Source: an optimization exercise on an open RTL-to-GDS flow (aim: small area, a short achievable clock period and few clock cycles per item). Production flows keep margins and buffers that such runs may drop.
Where RTL was checked, it was by simulation tests only, not by an equivalence proof against the original.
Power is estimated from default activity; no workload was simulated. The flow treats the clock pin as an ideal source, which a real chip does not have.

Setup of run A:
==> flow/design.v <==
module fc_layer_mac #(
    parameter int IN_DIM      = 256,
    parameter int OUT_DIM     = 32,
    parameter int IN_W        = 8,
    parameter int W_W         = 8,
    parameter int ACC_W       = 32,
    parameter int OUT_SHIFT   = 7,
    parameter int BIAS_LSHIFT = 7,
    parameter int RELU        = 1,
    parameter int OUT_W       = 8,
    parameter int WA_W        = $clog2(IN_DIM * OUT_DIM),
    parameter int BA_W        = (OUT_DIM > 1) ? $clog2(OUT_DIM) : 1
) (
    input  logic                    clk,
    input  logic                    rst_n,
    input  logic                    in_valid,
    output logic                    in_ready,
    input  logic signed [IN_W-1:0]  in_data,
    output logic [WA_W-1:0]         w_addr,
    input  logic signed [W_W-1:0]   w_q,
    output logic [BA_W-1:0]         b_addr,
    input  logic signed [W_W-1:0]   b_q,
    output logic                    out_valid,
    input  logic                    out_ready,
    output logic signed [OUT_W-1:0] out_data,
    output logic [BA_W-1:0]         out_idx,
    output logic                    out_last,
    output logic                    busy
);
    localparam int CNT_W = $clog2(IN_DIM);
    localparam int SW    = 24;
    localparam int PW    = IN_W + W_W;
    localparam logic [CNT_W-1:0] LAST_I = CNT_W'(IN_DIM - 1);
    localparam logic [BA_W-1:0]  LAST_O = BA_W'(OUT_DIM - 1);
    localparam logic [BA_W-1:0]  PH_AMUL = BA_W'(1);   
    localparam logic [BA_W-1:0]  PH_ADD  = BA_W'(2);   
    localparam logic [BA_W-1:0]  PH_TAP  = BA_W'(4);   
    logic [BA_W-1:0]  oa;         
    logic [CNT_W-1:0] ia;         
    logic             pact0;      
    logic             pfirst0;    
    logic [BA_W-1:0]  ba_q;       
    logic                   a_valid;
    logic                   a_rdy;     
    logic signed [IN_W-1:0] a_data;
    logic                   a_last;    
    logic signed [IN_W-1:0] a_mul;
    logic signed [W_W-1:0]  w_r;
    logic signed [W_W-1:0]  b_r;
    logic signed [PW-1:0]   p_r;
    logic                   pact_x;
    logic                   pfirst_x;
    logic [SW-1:0]          ring [OUT_DIM];
    logic             vec_fin;    
    logic [BA_W-1:0]  ext_idx;    
    logic [1:0]       owed;       
    logic             busy_q;
    logic             ov_q;
    logic [OUT_W-1:0] od_q;
    logic [BA_W-1:0]  oi_q;
    logic             ol_q;
    logic in_fire;
    logic out_fire;
    logic start;
    logic consume;
    logic take;
    logic [BA_W-1:0] tap_n;
    logic [SW-1:0]   base;
    logic [SW-1:0]   sum;
    logic [OUT_W-1:0] res;
    assign in_fire  = in_valid & a_rdy;
    assign out_fire = out_ready & ov_q;
    assign start    = (oa == LAST_O) & a_valid & ~vec_fin;
    assign consume  = (oa == PH_AMUL) & pact0;
    always_ff @(posedge clk or negedge rst_n) begin
        if (!rst_n) begin
            oa      <= LAST_O - BA_W'(1);
            ia      <= LAST_I;
            pact0   <= 1'b0;
            pfirst0 <= 1'b0;
            vec_fin <= 1'b0;
        end else begin
            oa <= oa + BA_W'(1);
            if (oa == LAST_O) begin
                pact0 <= start;
                if (start) begin
                    ia      <= ia + CNT_W'(1);
                    pfirst0 <= (ia == LAST_I);
                end
            end
            if (start && a_last) begin
                vec_fin <= 1'b1;
            end else if (take && ext_idx == LAST_O) begin
                vec_fin <= 1'b0;
            end
        end
    end
    always_ff @(posedge clk) begin
        ba_q <= oa;
    end
    always_ff @(posedge clk or negedge rst_n) begin
        if (!rst_n) begin
            a_valid <= 1'b0;
            a_rdy   <= 1'b1;
        end else if (in_fire) begin
            a_valid <= 1'b1;
            a_rdy   <= 1'b0;
        end else if (consume) begin
            a_valid <= 1'b0;
            a_rdy   <= 1'b1;
        end
    end
    always_ff @(posedge clk) begin
        if (a_rdy) begin
            a_data <= in_data;
            a_last <= (ia == LAST_I - CNT_W'(1));
        end
        if (oa == PH_AMUL) begin
            a_mul <= a_data;
        end
    end
    always_ff @(posedge clk) begin
        w_r <= w_q;
        b_r <= b_q;
        p_r <= a_mul * w_r;
    end
    always_ff @(posedge clk or negedge rst_n) begin
        if (!rst_n) begin
            pact_x   <= 1'b0;
            pfirst_x <= 1'b0;
        end else if (oa == PH_ADD) begin
            pact_x   <= pact0;
            pfirst_x <= pact0 & pfirst0;
        end
    end
    assign base = pfirst_x ? {{(SW-W_W-BIAS_LSHIFT){b_r[W_W-1]}}, b_r, {BIAS_LSHIFT{1'b0}}}
                           : ring[OUT_DIM-1];
    assign sum  = base + (pact_x ? {{(SW-PW){p_r[PW-1]}}, p_r} : {SW{1'b0}});
    always_ff @(posedge clk) begin
        ring[0] <= sum;
        for (int k = 1; k < OUT_DIM; k++) begin
            ring[k] <= ring[k-1];
        end
    end
    always_comb begin
        if (ring[0][SW-1]) begin
            res = '0;
        end else if (|ring[0][SW-2:OUT_SHIFT+OUT_W-1]) begin
            res = {1'b0, {(OUT_W-1){1'b1}}};
        end else begin
            res = {1'b0, ring[0][OUT_SHIFT+OUT_W-2:OUT_SHIFT]};
        end
    end
    assign tap_n = oa - PH_TAP;
    assign take  = vec_fin & (tap_n == ext_idx) & (~ov_q | out_ready);
    always_ff @(posedge clk or negedge rst_n) begin
        if (!rst_n) begin
            ext_idx <= '0;
            ov_q    <= 1'b0;
            owed    <= 2'd0;
            busy_q  <= 1'b0;
        end else begin
            if (take) begin
                ext_idx <= ext_idx + BA_W'(1);
            end
            if (take) begin
                ov_q <= 1'b1;
            end else if (out_ready) begin
                ov_q <= 1'b0;
            end
            case ({in_fire & (ia == LAST_I - CNT_W'(1)), out_fire & ol_q})
                2'b10: begin owed <= owed + 2'd1; busy_q <= 1'b1; end
                2'b01: begin owed <= owed - 2'd1; busy_q <= (owed != 2'd1); end
                default: ;
            endcase
        end
    end
    always_ff @(posedge clk) begin
        if (take) begin
            od_q <= res;
            oi_q <= ext_idx;
            ol_q <= (ext_idx == LAST_O);
        end
    end
    assign in_ready  = a_rdy;
    assign w_addr    = {oa, ia};
    assign b_addr    = ba_q;
    assign out_valid = ov_q;
    assign out_data  = od_q;
    assign out_idx   = oi_q;
    assign out_last  = ol_q;
    assign busy      = busy_q;
endmodule
export LEC_CHECK = 0
export CAP_MARGIN = 20
export CORE_MARGIN = 2
export CORE_UTILIZATION = 40
export SLEW_MARGIN = 20
create_clock -name core_clock -period 9.0 [get_ports {clk}]
run.sh (not shown) runs the stock make flow with config.mk's settings and CLKGATE_MAP_FILE= SYNTH_SCRIPT=/design/flow/synth_recipe.tcl, a recipe that flattens the netlist after the stock synthesis.
Testbench counts of run A, summed over its fixed seeds: cycles 262,968, vectors 32.
Changes in run B relative to run A:
-- flow/design.v --
<<< run A, line 29
);
    localparam int CNT_W = $clog2(IN_DIM);
    localparam int SW    = 24;
    localparam int PW    = IN_W + W_W;
    localparam logic [CNT_W-1:0] LAST_I = CNT_W'(IN_DIM - 1);
    localparam logic [BA_W-1:0]  LAST_O = BA_W'(OUT_DIM - 1);
>>> run B, line 29
);
    localparam int CNT_W = $clog2(IN_DIM);
    localparam int SW    = 23;
    localparam logic [CNT_W-1:0] LAST_I = CNT_W'(IN_DIM - 1);
    localparam logic [BA_W-1:0]  LAST_O = BA_W'(OUT_DIM - 1);
<<< run A, line 45
    logic signed [IN_W-1:0] a_data;
    logic                   a_last;    
    logic signed [IN_W-1:0] a_mul;
    logic signed [W_W-1:0]  w_r;
    logic signed [W_W-1:0]  b_r;
    logic signed [PW-1:0]   p_r;
    logic                   pact_x;
    logic                   pfirst_x;
>>> run B, line 44
    logic signed [IN_W-1:0] a_data;
    logic                   a_last;    
    logic [3:0]             bd_one;    
    logic [3:0]             bd_two;
    logic [3:0]             bd_neg;
    logic signed [W_W-1:0]  w_r;
    logic signed [W_W-1:0]  b_r;
    logic signed [11:0]     ph_lo;     
    logic signed [12:0]     ph_hi;     
    logic                   pact_x;
    logic                   pfirst_x;
<<< run A, line 65
    logic consume;
    logic take;
    logic [BA_W-1:0] tap_n;
    logic [SW-1:0]   base;
    logic [SW-1:0]   sum;
>>> run B, line 67
    logic consume;
    logic take;
    logic            tap_match;
    logic [SW-1:0]   base;
    logic [SW-1:0]   sum;
<<< run A, line 117
        end
        if (oa == PH_AMUL) begin
            a_mul <= a_data;
        end
    end
    always_ff @(posedge clk) begin
        w_r <= w_q;
        b_r <= b_q;
        p_r <= a_mul * w_r;
    end
    always_ff @(posedge clk or negedge rst_n) begin
>>> run B, line 119
        end
        if (oa == PH_AMUL) begin
            for (int k = 0; k < 4; k++) begin
                bd_one[k] <= a_data[2*k] ^ ((k == 0) ? 1'b0 : a_data[2*k-1]);
                bd_two[k] <= (a_data[2*k+1] & ~a_data[2*k] & ~((k == 0) ? 1'b0 : a_data[2*k-1]))
                           | (~a_data[2*k+1] & a_data[2*k] & ((k == 0) ? 1'b0 : a_data[2*k-1]));
                bd_neg[k] <= a_data[2*k+1] & ~(a_data[2*k] & ((k == 0) ? 1'b0 : a_data[2*k-1]));
            end
        end
    end
    function automatic logic signed [9:0] bpp(input logic one, input logic two,
                                              input logic neg,
                                              input logic signed [7:0] w);
        logic signed [9:0] m;
        m = one ? {{2{w[7]}}, w} : two ? {w[7], w, 1'b0} : 10'sd0;
        bpp = m ^ {10{neg}};
    endfunction
    logic signed [11:0] pp0, pp1;
    logic signed [12:0] pp2, pp3;
    assign pp0 = bpp(bd_one[0], bd_two[0], bd_neg[0], w_r);
    assign pp1 = bpp(bd_one[1], bd_two[1], bd_neg[1], w_r);
    assign pp2 = bpp(bd_one[2], bd_two[2], bd_neg[2], w_r);
    assign pp3 = bpp(bd_one[3], bd_two[3], bd_neg[3], w_r);
    always_ff @(posedge clk) begin
        w_r   <= w_q;
        b_r   <= b_q;
        ph_lo <= pp0 + (pp1 <<< 2) + {9'd0, bd_neg[1], 1'b0, bd_neg[0]};
        ph_hi <= pp2 + (pp3 <<< 2) + {10'd0, bd_neg[3], 1'b0, bd_neg[2]} + 13'sd1016;
    end
    always_ff @(posedge clk or negedge rst_n) begin
<<< run A, line 134
        end
    end
    assign base = pfirst_x ? {{(SW-W_W-BIAS_LSHIFT){b_r[W_W-1]}}, b_r, {BIAS_LSHIFT{1'b0}}}
                           : ring[OUT_DIM-1];
    assign sum  = base + (pact_x ? {{(SW-PW){p_r[PW-1]}}, p_r} : {SW{1'b0}});
    always_ff @(posedge clk) begin
        ring[0] <= sum;
>>> run B, line 155
        end
    end
    assign base = pfirst_x ? {{(SW-W_W-BIAS_LSHIFT){1'b0}}, ~b_r[W_W-1], b_r[W_W-2:0], {BIAS_LSHIFT{1'b0}}}
                           : ring[OUT_DIM-1];
    assign sum  = pact_x ? base + SW'(ph_lo) + (SW'(ph_hi) << 4) : base;
    always_ff @(posedge clk) begin
        ring[0] <= sum;
<<< run A, line 145
    always_comb begin
        if (ring[0][SW-1]) begin
            res = '0;
        end else if (|ring[0][SW-2:OUT_SHIFT+OUT_W-1]) begin
            res = {1'b0, {(OUT_W-1){1'b1}}};
        end else begin
            res = {1'b0, ring[0][OUT_SHIFT+OUT_W-2:OUT_SHIFT]};
        end
    end
    assign tap_n = oa - PH_TAP;
    assign take  = vec_fin & (tap_n == ext_idx) & (~ov_q | out_ready);
    always_ff @(posedge clk or negedge rst_n) begin
        if (!rst_n) begin
            ext_idx <= '0;
            ov_q    <= 1'b0;
            owed    <= 2'd0;
            busy_q  <= 1'b0;
>>> run B, line 166
    always_comb begin
        if (ring[0][SW-1]) begin
            res = {1'b0, {(OUT_W-1){1'b1}}};
        end else if (&ring[0][SW-2:OUT_SHIFT+OUT_W-1]) begin
            res = {1'b0, ring[0][OUT_SHIFT+OUT_W-2:OUT_SHIFT]};
        end else begin
            res = '0;
        end
    end
    assign take  = vec_fin & tap_match & (~ov_q | out_ready);
    always_ff @(posedge clk or negedge rst_n) begin
        if (!rst_n) begin
            ext_idx   <= '0;
            tap_match <= 1'b0;
            ov_q      <= 1'b0;
            owed    <= 2'd0;
            busy_q  <= 1'b0;
<<< run A, line 164
                ext_idx <= ext_idx + BA_W'(1);
            end
            if (take) begin
                ov_q <= 1'b1;
>>> run B, line 185
                ext_idx <= ext_idx + BA_W'(1);
            end
            tap_match <= take | (oa - (PH_TAP - BA_W'(1)) == ext_idx);
            if (take) begin
                ov_q <= 1'b1;
- For the largest voltage drop on the vdd net, run B came in 21% lower than run A did.
- Delta (run B minus run A): sum of internal, switching and leakage power shrank by 6.3%; aggregate routed wire length climbed about 2.2%.
- Looking at maximum cell stage delay along the critical path, run B sits 0.19 ns above run A.
- Row area growth from synthesis to final layout: run B lower / run A higher
- Of run B and run A, run A shows the higher clock network power share, with run B below it.
- Internal portion of total power: run B lower than run A
- From run A to run B the numbers moved as follows: multiplexer area fraction after synthesis increased by 0.65 points relative to the old numbers; initial cell density of the core essentially unchanged; critical path depth -15; count of maximum capacitance violations roughly the same; largest net degree at the start of global routing now sits higher.
- Diff run A -> run B: post-route cell area now smaller, fraction of standard cell area in multi-input logic shows an increase of 1.1 points.
For run B, only the layout was checked, not whether the RTL still works.

* * *

fc_layer_mac, a different RTL version from the one above (not shown whole).
Size: ~850 flip-flops, roughly 63 I/O pins.
## fc_layer_mac
module fc_layer_mac #(
    parameter int IN_DIM      = 256,
    parameter int OUT_DIM     = 32,
    parameter int IN_W        = 8,
    parameter int W_W         = 8,
    parameter int ACC_W       = 32,
    parameter int OUT_SHIFT   = 7,
    parameter int BIAS_LSHIFT = 7,
    parameter int RELU        = 1,
    parameter int OUT_W       = 8,
    parameter int WA_W        = $clog2(IN_DIM * OUT_DIM),
    parameter int BA_W        = (OUT_DIM > 1) ? $clog2(OUT_DIM) : 1
) (
    input  logic                    clk,
    input  logic                    rst_n,
    input  logic                    in_valid,
    output logic                    in_ready,
    input  logic signed [IN_W-1:0]  in_data,
    output logic [WA_W-1:0]         w_addr,
    input  logic signed [W_W-1:0]   w_q,
    output logic [BA_W-1:0]         b_addr,
    input  logic signed [W_W-1:0]   b_q,
    output logic                    out_valid,
    input  logic                    out_ready,
    output logic signed [OUT_W-1:0] out_data,
    output logic [BA_W-1:0]         out_idx,
    output logic                    out_last,
    output logic                    busy
);
    localparam int CNT_W = $clog2(IN_DIM);
    localparam int SW    = 23;    
    localparam logic [CNT_W-1:0] LAST_I = CNT_W'(IN_DIM - 1);
    localparam logic [BA_W-1:0]  LAST_O = BA_W'(OUT_DIM - 1);
    logic [BA_W-1:0]  oa;         
    logic [BA_W-1:0]  q;          
    logic [CNT_W-1:0] ia;         
    logic [CNT_W-1:0] ia_o;       
    logic             in_rdy;
    logic             in_rdy_o;   
    logic             z;          
    logic [3:0]             bd_one;    
    logic [3:0]             bd_two;
    logic [3:0]             bd_neg;
    logic                   pact_m;    
    logic signed [W_W-1:0]  w_r;
    logic [17:0]            ps;        
    logic [17:0]            pc;        
    logic [SW-1:0]          ring [OUT_DIM];
    logic             vec_fin;    
    logic [BA_W-1:0]  ext_idx;    
    logic             tap_match;  
    logic [1:0]       owed;       
    logic             busy_q;
    logic             ov_q;
    logic             ov_o;       
    logic [OUT_W-1:0] od_q;       
    logic [OUT_W-1:0] od_o;       
    logic [BA_W-1:0]  oi_o;       
    logic             ol_o;
    logic             busy_o;     
    logic in_fire;
  ...
clock: 9.0 ns
lec_check: 0
cap_margin: 20
core_margin: 2
core_utilization: 60
slew_margin: 20
standard.sh (not shown) runs the stock make flow with config.mk's settings and CLKGATE_MAP_FILE= SYNTH_SCRIPT=/design/flow/synth_recipe.tcl, a recipe that flattens the netlist after the stock synthesis.
==> flow/flow/run.sh <==
#!/bin/bash
# Own layout flow: the standard ORFS flow (standard.sh), unchanged
# synthesis, with extra ORFS make variables, one per line, from
# flow/knobs.txt (timing-repair target, clock-tree clustering and options,
# port buffer
# cell). ORFS keeps each tool's log under orfs/logs; make's own output goes
# to run_standard.log in this folder.
set -euo pipefail
mapfile -t KNOBS < <(grep -v '^#' flow/knobs.txt | grep -v '^[[:space:]]*$')
bash standard.sh "${KNOBS[@]}" finish > run_standard.log 2>&1
==> flow/flow/knobs.txt <==
SETUP_SLACK_MARGIN=6.20
CTS_CLUSTER_SIZE=35
CTS_CLUSTER_DIAMETER=70
BUFFER_PORTS_ARGS=-buffer_cell sky130_fd_sc_hd__buf_2
CTS_ARGS=-sink_clustering_enable -repair_clock_nets -sink_clustering_size 35 -sink_clustering_max_diameter 70 -dont_use_dummy_load
Rerun with:
--- a/flow/design.v
+++ b/flow/design.v
@@ -28,14 +28,15 @@
     output logic                    busy
 );
     localparam int CNT_W = $clog2(IN_DIM);
     localparam int SW    = 23;    
     localparam logic [CNT_W-1:0] LAST_I = CNT_W'(IN_DIM - 1);
     localparam logic [BA_W-1:0]  LAST_O = BA_W'(OUT_DIM - 1);
     logic [BA_W-1:0]  oa;         
+    logic [BA_W-1:0]  ob;         
     logic [BA_W-1:0]  q;          
     logic [CNT_W-1:0] ia;         
     logic [CNT_W-1:0] ia_o;       
     logic             in_rdy;
     logic             in_rdy_o;   
     logic             z;          
     logic [3:0]             bd_one;    
@@ -76,29 +77,30 @@
             vec_fin_nxt = 1'b1;
         end else if (take && ext_idx == LAST_O) begin
             vec_fin_nxt = 1'b0;
         end
     end
     always_ff @(posedge clk) begin
         oa       <= q;
+        ob       <= q + BA_W'(1);
         ia_o     <= ia_nxt;
         in_rdy_o <= in_rdy_nxt;
     end
     always_ff @(posedge clk or negedge rst_n) begin
         if (!rst_n) begin
-            q       <= '0;
+            q       <= LAST_O;
             ia      <= '0;
             in_rdy  <= 1'b0;
             z       <= 1'b0;
             pact_m  <= 1'b0;
             vec_fin <= 1'b0;
         end else begin
             q      <= q + BA_W'(1);
             in_rdy <= in_rdy_nxt;
-            z      <= (ia == '0) & ~vec_fin;
+            z      <= (ia_nxt == '0) & ~vec_fin_nxt;
             ia     <= ia_nxt;
             if (q == BA_W'(2)) begin
                 pact_m <= in_fire;
             end
             vec_fin <= vec_fin_nxt;
         end
     end
@@ -142,22 +144,22 @@
         w_r <= w_q;
         ps  <= s3;
         pc  <= c3;
     end
     always_ff @(posedge clk) begin
         ring[0] <= ring[OUT_DIM-1] + SW'(ps) + SW'(pc);
         for (int k = 1; k < OUT_DIM; k++) begin
-            if (k != OUT_DIM - 2) begin
+            if (k != OUT_DIM - 3) begin
                 ring[k] <= ring[k-1];
             end
         end
         if (z) begin
-            ring[OUT_DIM-2] <= {8'd43, ~b_q[W_W-1], b_q[W_W-2:0], {BIAS_LSHIFT{1'b0}}};
-        end else begin
-            ring[OUT_DIM-2] <= ring[OUT_DIM-3];
+            ring[OUT_DIM-3] <= {8'd43, ~b_q[W_W-1], b_q[W_W-2:0], {BIAS_LSHIFT{1'b0}}};
+        end else begin
+            ring[OUT_DIM-3] <= ring[OUT_DIM-4];
         end
     end
     always_comb begin
         if (ring[0][SW-1]) begin
             res = {1'b0, {(OUT_W-1){1'b1}}};
         end else if (&ring[0][SW-2:OUT_SHIFT+OUT_W-1]) begin
             res = {1'b0, ring[0][OUT_SHIFT+OUT_W-2:OUT_SHIFT]};
@@ -211,14 +213,14 @@
         od_o   <= take ? res : ~od_q;
         oi_o   <= take ? ext_idx : ext_idx - BA_W'(1);
         ol_o   <= take ? (ext_idx == LAST_O) : (ext_idx == '0);
         busy_o <= busy_nxt;
     end
     assign in_ready  = in_rdy_o;
     assign w_addr    = {oa, ia_o};
-    assign b_addr    = oa;
+    assign b_addr    = ob;
     assign out_valid = ov_o;
     assign out_data  = od_o;
     assign out_idx   = oi_o;
     assign out_last  = ol_o;
     assign busy      = busy_o;
 endmodule
What happened:
- final area fell by 0.32%
- power fell by 2.0%
- sequential cell count came out higher by 5
- register-to-register slack gains 0.07 ns
- wire length goes down by 4.3%
- combinational power came out lower by 20%
- die area fell by 0.69%
- maximum frequency hardly moves
- first-iteration DRC count came out lower by 18%
- count of clock-buffer cells in the layout does not change
- hold slack gets better by 0.0061 ns
- worst setup slack gets better by 0.0044 ns
Testbench counts after the change, summed over its fixed seeds: cycles 262,968, vectors 32.
Only the layout flow was run in the first run of this note; the RTL was not checked for function there.

==> separate check: timing with driven ports <==
The flow's constraints put no driver on any port. The routed layouts listed below were extracted and timed again, unchanged, in two steps.
Step 1 assumes that a clkbuf_16 drives the clock port and a buf_2 every other input.
Step 2 moves the port delays by t, midway between the first and last clock arrival at a register: inputs arrive t later, outputs are due t later. That takes back most of the time a late clock gives input paths.
Slacks: ideal / step 1 / step 2; pairs: ideal / step 1.
| run | shift t [ns] | setup WS [ns] | cell pins on the clock port's net |
|---|---|---|---|
| run A | 0.655 | 4.357 / 4.357 / 4.357 | 1 |
| run B | 0.651 | 5.285 / 5.229 / 5.351 | 1 |
| the first run of note 2 | 0.570 | 6.197 / 6.141 / 5.808 | 1 |
| the second run of note 2 | 0.568 | 6.201 / 6.145 / 5.780 | 1 |
After both steps every run listed still meets setup and hold. For the second run of note 2, which loses most, drivers alone change the setup slack by -0.056 ns; drivers and shift together by -0.421 ns.
